Context: an optimization exercise on an open-source flow, tuned for small area and a short achievable clock period. The choices shown serve that exercise and are no tape-out recipe. Only simulation tests tie the RTL to the original design; equivalence was not proved. Power figures rest on the tool's default switching activity, not on a simulated workload.

Design bumpy_core, start of the top module:
module bumpy_core (
	input wire logic clk,
	input wire logic resetN,
	input wire logic start_of_frame,
	input wire motion_pkg::keys_t keys,
	input wire logic die,
	input wire logic restart,
	input wire geom_pkg::tile_map_t tile_map,
	input wire geom_pkg::tile_coord_t teleport_target,
	output geom_pkg::pixel_t offset_x,
	output geom_pkg::pixel_t offset_y,
	output motion_pkg::move_state_e state
);
	function automatic logic [31:0] pre_and(input logic [31:0] x);
		logic [31:0] p;
		p = x;
		for (int l = 0; l < 5; l++)
			for (int i = 0; i < 32; i++)
				if (((i >> l) & 1) != 0)
					p[i] = p[i] & p[((i >> l) << l) - 1];
		pre_and = {p[30:0], 1'b1};
	endfunction
	localparam logic [2:0] S_RESET = 3'd0;
	localparam logic [2:0] S_IDLE = 3'd1;
	localparam logic [2:0] S_LEFT = 3'd2;
	localparam logic [2:0] S_RIGHT = 3'd3;
	localparam logic [2:0] S_DOWN = 3'd4;
	localparam logic [2:0] S_UP = 3'd5;
	localparam logic [2:0] S_DIE = 3'd6;
	localparam logic [28:0] RST_PX = 29'd192;    
	localparam logic [30:0] RST_PY = 31'd8960;   
	localparam logic [30:0] LIM_Y = 31'd1376;
	logic [2:0] st;
	logic [1:0] nk;
	logic lbr, rbr;
	logic sxn, syn, syp, sx_nz;    
	logic sxp;
	assign sxp = sx_nz & ~sxn;
	logic [28:0] px;    
	logic [30:0] py;    
	logic [28:0] jx;    
	logic [30:0] jyl;   
	assign state = motion_pkg::move_state_e'(st);
	assign offset_x = px[13:3];
	assign offset_y = py[15:5];
	logic c_step, c_tele, c_free, c_bl, c_br;
	assign c_step = nk == 2'b10;
	assign c_tele = nk == 2'b01;
	assign c_free = nk == 2'b11;
	assign c_bl = (nk == 2'b00) & lbr;
	assign c_br = (nk == 2'b00) & ~lbr & rbr;
	logic [2:0] st_n;
	always_comb begin
		st_n = st;
		if (die)
			st_n = S_DIE;
		else if (st == S_RESET)
			st_n = S_IDLE;
		else if (st == S_DIE) begin
			if (restart)
				st_n = S_RESET;
		end
		else if (keys.up)
			st_n = c_free ? S_UP : S_IDLE;
		else if (keys.down)
			st_n = S_DOWN;
  ...
For scale: roughly 1,500 cells after synthesis, about 130 flip-flops, about 200 I/O pins, ~13,000 sq um of cells after synthesis.
==> flow/config.mk <==
export PLATFORM = sky130hd
export DESIGN_NAME = bumpy_core
export DESIGN_NICKNAME = bumpy_core
export VERILOG_FILES = /design/flow/design.v
export SDC_FILE = /design/flow/constraint.sdc
export NUM_CORES = 4
export LEC_CHECK = 0
export CAP_MARGIN = 20
export CORE_MARGIN = 2
export CORE_UTILIZATION = 45
export CTS_BUF_LIST = sky130_fd_sc_hd__clkbuf_8
export SETUP_SLACK_MARGIN = 2.65
export SLEW_MARGIN = 20
==> flow/constraint.sdc <==
create_clock -name core_clock -period 6.0 [get_ports {clk}]
set_input_delay 1.2000 -clock core_clock [delete_from_list [all_inputs] [get_ports {clk}]]
set_output_delay 1.2000 -clock core_clock [all_outputs]
set_load 0.01 [all_outputs]
standard.sh (not shown) runs the stock make flow with config.mk's settings and CLKGATE_MAP_FILE= SYNTH_SCRIPT=/design/flow/synth_recipe.tcl, a recipe that flattens the netlist after the stock synthesis.
==> flow/flow/run.sh <==
#!/bin/bash
export BUFFER_PORTS_ARGS="-buffer_cell sky130_fd_sc_hd__buf_1"
bash standard.sh > standard.log 2>&1
The first run went through all stages and came out clean.
Rerun with:
- CORE_UTILIZATION: 45 -> 50
After rerunning: Wire length is lower by 2.8%; worst hold slack is about the same; design area hardly moves; total power decreases by 0.32%; combinational power stays flat; area after synthesis does not change; worst setup slack loses 0.033 ns; flip-flop and latch count stays the same.
Rerun with:
- CORE_UTILIZATION: 50 -> 45
- SETUP_SLACK_MARGIN: 2.65 -> 3.0
The changed run completed without violations. Fmax grows by 2.7%. Non-clock buffer count rose by 35. Routed wire length rises by 3.8%. Cell area increases by 4.2%. Register-to-register slack gains 0.09 ns. Hold slack is about the same.
Rerun with:
- GPL_ROUTABILITY_DRIVEN: unset -> 0
- SETUP_SLACK_MARGIN: 3.0 -> 2.7
What happened: Global-route usage went down by 1.5 points; setup slack is worse by 0.053 ns; synthesized area is unchanged; fmax came out lower by 1.6%.
Rerun with:
- CORE_UTILIZATION: 45 -> 50
- GPL_ROUTABILITY_DRIVEN: 0 -> unset
- SETUP_SLACK_MARGIN: 2.7 -> 2.8
Setup slack is better by 0.063 ns.
Wire length went up by 4.0%.
Maximum frequency went up by 2.0%.
Design area went up by 1.5%.
Non-clock buffer count went up by 23.
Count of clock-buffer cells in the layout is unchanged.
Cell count went down by 1.0%.
Rerun with:
- CORE_UTILIZATION: 50 -> 40
- SETUP_SLACK_MARGIN: 2.8 -> 2.85
What happened: Cell count is higher by a few percent. Synthesized cell count does not change. Fmax is higher slightly. Worst setup slack is better by 0.021 ns. Synthesized area stays the same.

## port drivers added, routing unchanged
In the flow no input, the clock included, has a driving cell. The finished layouts below were timed again as built, in two steps. Step 1 assumes that a clkbuf_16 drives the clock port and a buf_2 every other input. Step 2 also shifts input and output timing later by t, the mid clock arrival at the registers, as if the neighbouring blocks saw the same clock. a / b / c = ideal / step 1 / step 2; a / b = the first two.
run	t (ns)	slack for setup (ns)	worst setup path after step 2	worst data-port slew with drivers (ns)	cell pins on the clock port's net
the first run	0.515	2.753 / 2.753 / 2.411	input to register	0.10	1
the second run	0.504	2.720 / 2.720 / 2.269	input to register	0.09	1
the third run	0.512	2.807 / 2.807 / 2.653	input to register	0.09	1
the fourth run	0.496	2.754 / 2.754 / 2.361	input to register	0.09	1
the fifth run	0.504	2.816 / 2.816 / 2.679	input to register	0.08	1
the sixth run	0.504	2.837 / 2.837 / 2.629	input to register	0.11	1
After both steps every run listed still meets setup and hold. For the second run, which loses most, drivers alone change the setup slack by 0.000 ns; drivers and shift together by -0.451 ns.
